From an optimization exercise on the open Yosys and OpenROAD flow, aimed at small area and a short achievable clock period; shortcuts taken in it are not production practice. At most, simulation tests tie the RTL to the original design; equivalence was not proved. Power is estimated from default activity; no workload was simulated.

## pixel_compositor
module pixel_compositor #(
  parameter int          N_SPRITES  = 4,
  parameter int          TILE_SHIFT = 4,
  parameter int          TILE_ROWS  = 30,
  parameter int          TILE_COLS  = 40,
  parameter logic [23:0] TILE_RGB   = 24'h555500
) (
  input  logic                            Clk,
  input  logic                            Reset,
  input  logic                            frame_start,
  input  logic                            pix_valid,
  input  logic [9:0]                      DrawX,
  input  logic [9:0]                      DrawY,
  input  logic [N_SPRITES-1:0]            spr_en,
  input  logic [10*N_SPRITES-1:0]         spr_x,
  input  logic [10*N_SPRITES-1:0]         spr_y,
  input  logic [10*N_SPRITES-1:0]         spr_w,
  input  logic [10*N_SPRITES-1:0]         spr_h,
  input  logic [24*N_SPRITES-1:0]         spr_rgb,
  input  logic                            tile_we,
  input  logic [$clog2(TILE_ROWS)-1:0]    tile_row,
  input  logic [$clog2(TILE_COLS)-1:0]    tile_col,
  input  logic                            tile_din,
  output logic                            out_valid,
  output logic [7:0]                      Red,
  output logic [7:0]                      Green,
  output logic [7:0]                      Blue,
  output logic [$clog2(N_SPRITES):0]      hit_idx
);
Settings: LEC_CHECK=0, CAP_MARGIN=20, CORE_MARGIN=2, CORE_UTILIZATION=40, SETUP_SLACK_MARGIN=5, SLEW_MARGIN=20; clock period 10.0 ns.
run.sh (not shown) runs the stock make flow with config.mk's settings and CLKGATE_MAP_FILE= SYNTH_SCRIPT=/design/flow/synth_recipe.tcl, a recipe that flattens the netlist after the stock synthesis.
==> next run, changes <==
Settings changed: SETUP_SLACK_MARGIN 5 to unset.
After rerunning: The changed run completed without violations; core utilization fell by 0.41 points; routed wire length decreases slightly; count of clock-buffer cells in the layout stays the same; final area falls slightly; global-route usage went down by 0.25 points; worst hold slack hardly moves; fmax is lower by about a fifth.
No run of this note included a check of the RTL's function; only the layout flow was run.

---

pixel_compositor, a different RTL version from the one above (not shown whole).
Size in the first run: about 5700 cells after synthesis, ~1700 flip-flops, ~330 I/O pins, roughly 72000 µm² of cells after synthesis.
clock: 10.0 ns
lec_check: 0
cap_margin: 20
core_margin: 2
core_utilization: 40
slew_margin: 20
standard.sh (not shown) runs the stock make flow with config.mk's settings and CLKGATE_MAP_FILE= SYNTH_SCRIPT=/design/flow/synth_recipe.tcl, a recipe that flattens the netlist after the stock synthesis.
==> flow/flow/run.sh <==
#!/bin/bash
# Standard synthesis, then the standard layout with: timing repair aimed at a larger setup margin,
# buf_2 as the port buffer, and clock-tree sink clusters of up to 25 flip-flops. The design is
# still laid out and signed off at the design's clock period and constraints.
set -euo pipefail
bash standard.sh synth > synth.log 2>&1
bash standard.sh SETUP_SLACK_MARGIN=6.9 \
  "BUFFER_PORTS_ARGS=-buffer_cell sky130_fd_sc_hd__buf_2" \
  CTS_CLUSTER_SIZE=25 CTS_CLUSTER_DIAMETER=100 \
  finish > layout.log 2>&1
The starting point produced a clean layout.
==> next run, changes <==
--- a/flow/flow/run.sh
+++ b/flow/flow/run.sh
@@ -6,3 +6,3 @@
 bash standard.sh synth > synth.log 2>&1
-bash standard.sh SETUP_SLACK_MARGIN=6.9 \
+bash standard.sh SETUP_SLACK_MARGIN=6.8 \
   "BUFFER_PORTS_ARGS=-buffer_cell sky130_fd_sc_hd__buf_2" \
After rerunning: Setup slack is better by 0.15 ns; sequential cell count does not change; register-to-register slack is worse by 0.06 ns; routed wire length fell by 2.5%; cell area fell by 2.0%.
==> next run, changes <==
==> flow/flow/run.sh (replaced) <==
#!/bin/bash
set -euo pipefail
bash standard.sh synth > synth.log 2>&1
bash standard.sh SETUP_SLACK_MARGIN=6.8 \
  "BUFFER_PORTS_ARGS=-buffer_cell sky130_fd_sc_hd__buf_2" \
  CTS_CLUSTER_SIZE=25 CTS_CLUSTER_DIAMETER=100 SKIP_INCREMENTAL_REPAIR=1 \
  finish > layout.log 2>&1
Outcome:
- global-route usage does not change
- synthesized area does not change
- sequential power hardly moves
- cell count goes down by 0.87%
- clock-buffer cell count stays the same
- maximum frequency goes down by 4.0%
- core utilization goes down by 0.95 points
- synthesized cell count does not change
- total power goes down by 0.79%
- hold slack is worse by 0.0045 ns

## what the ideal ports hide
In the flow no input, the clock included, has a driving cell. The finished layouts below were timed again as built, in two steps.
Step 1 assumes that a clkbuf_16 drives the clock port and a buf_2 every other input.
Step 2 times the ports against the registers' clock, not the clock port: input delays grow and output delays shrink by t, the midpoint of the rising clock arrivals with the driver on.
a / b / c = no drivers / after step 1 / after step 2; a / b = the first two.
| run | shift t [ns] | setup slack, ns | hold slack, ns | slew at the worst register clock pin (ns) | pins driven straight from the clock port |
|---|---|---|---|---|---|
| the first run of note 1 | 0.885 | 4.979 / 4.980 / 4.095 | 0.321 / 0.321 / 0.321 | 0.07 / 0.07 | 1 |
| the second run of note 1 | 0.882 | 3.921 / 3.910 / 3.028 | 0.321 / 0.321 / 0.321 | 0.07 / 0.07 | 1 |
| the first run of note 2 | 0.828 | 6.572 / 6.581 / 5.753 | 0.345 / 0.345 / 0.345 | 0.12 / 0.12 | 1 |
| the second run of note 2 | 0.834 | 6.725 / 6.722 / 5.916 | 0.347 / 0.347 / 0.347 | 0.11 / 0.11 | 1 |
| the third run of note 2 | 0.827 | 6.587 / 6.619 / 5.792 | 0.343 / 0.343 / 0.343 | 0.11 / 0.11 | 1 |
After both steps setup and hold are still met in every run listed. For the second run of note 1, which loses most, drivers alone change the setup slack by -0.011 ns; drivers and shift together by -0.893 ns.
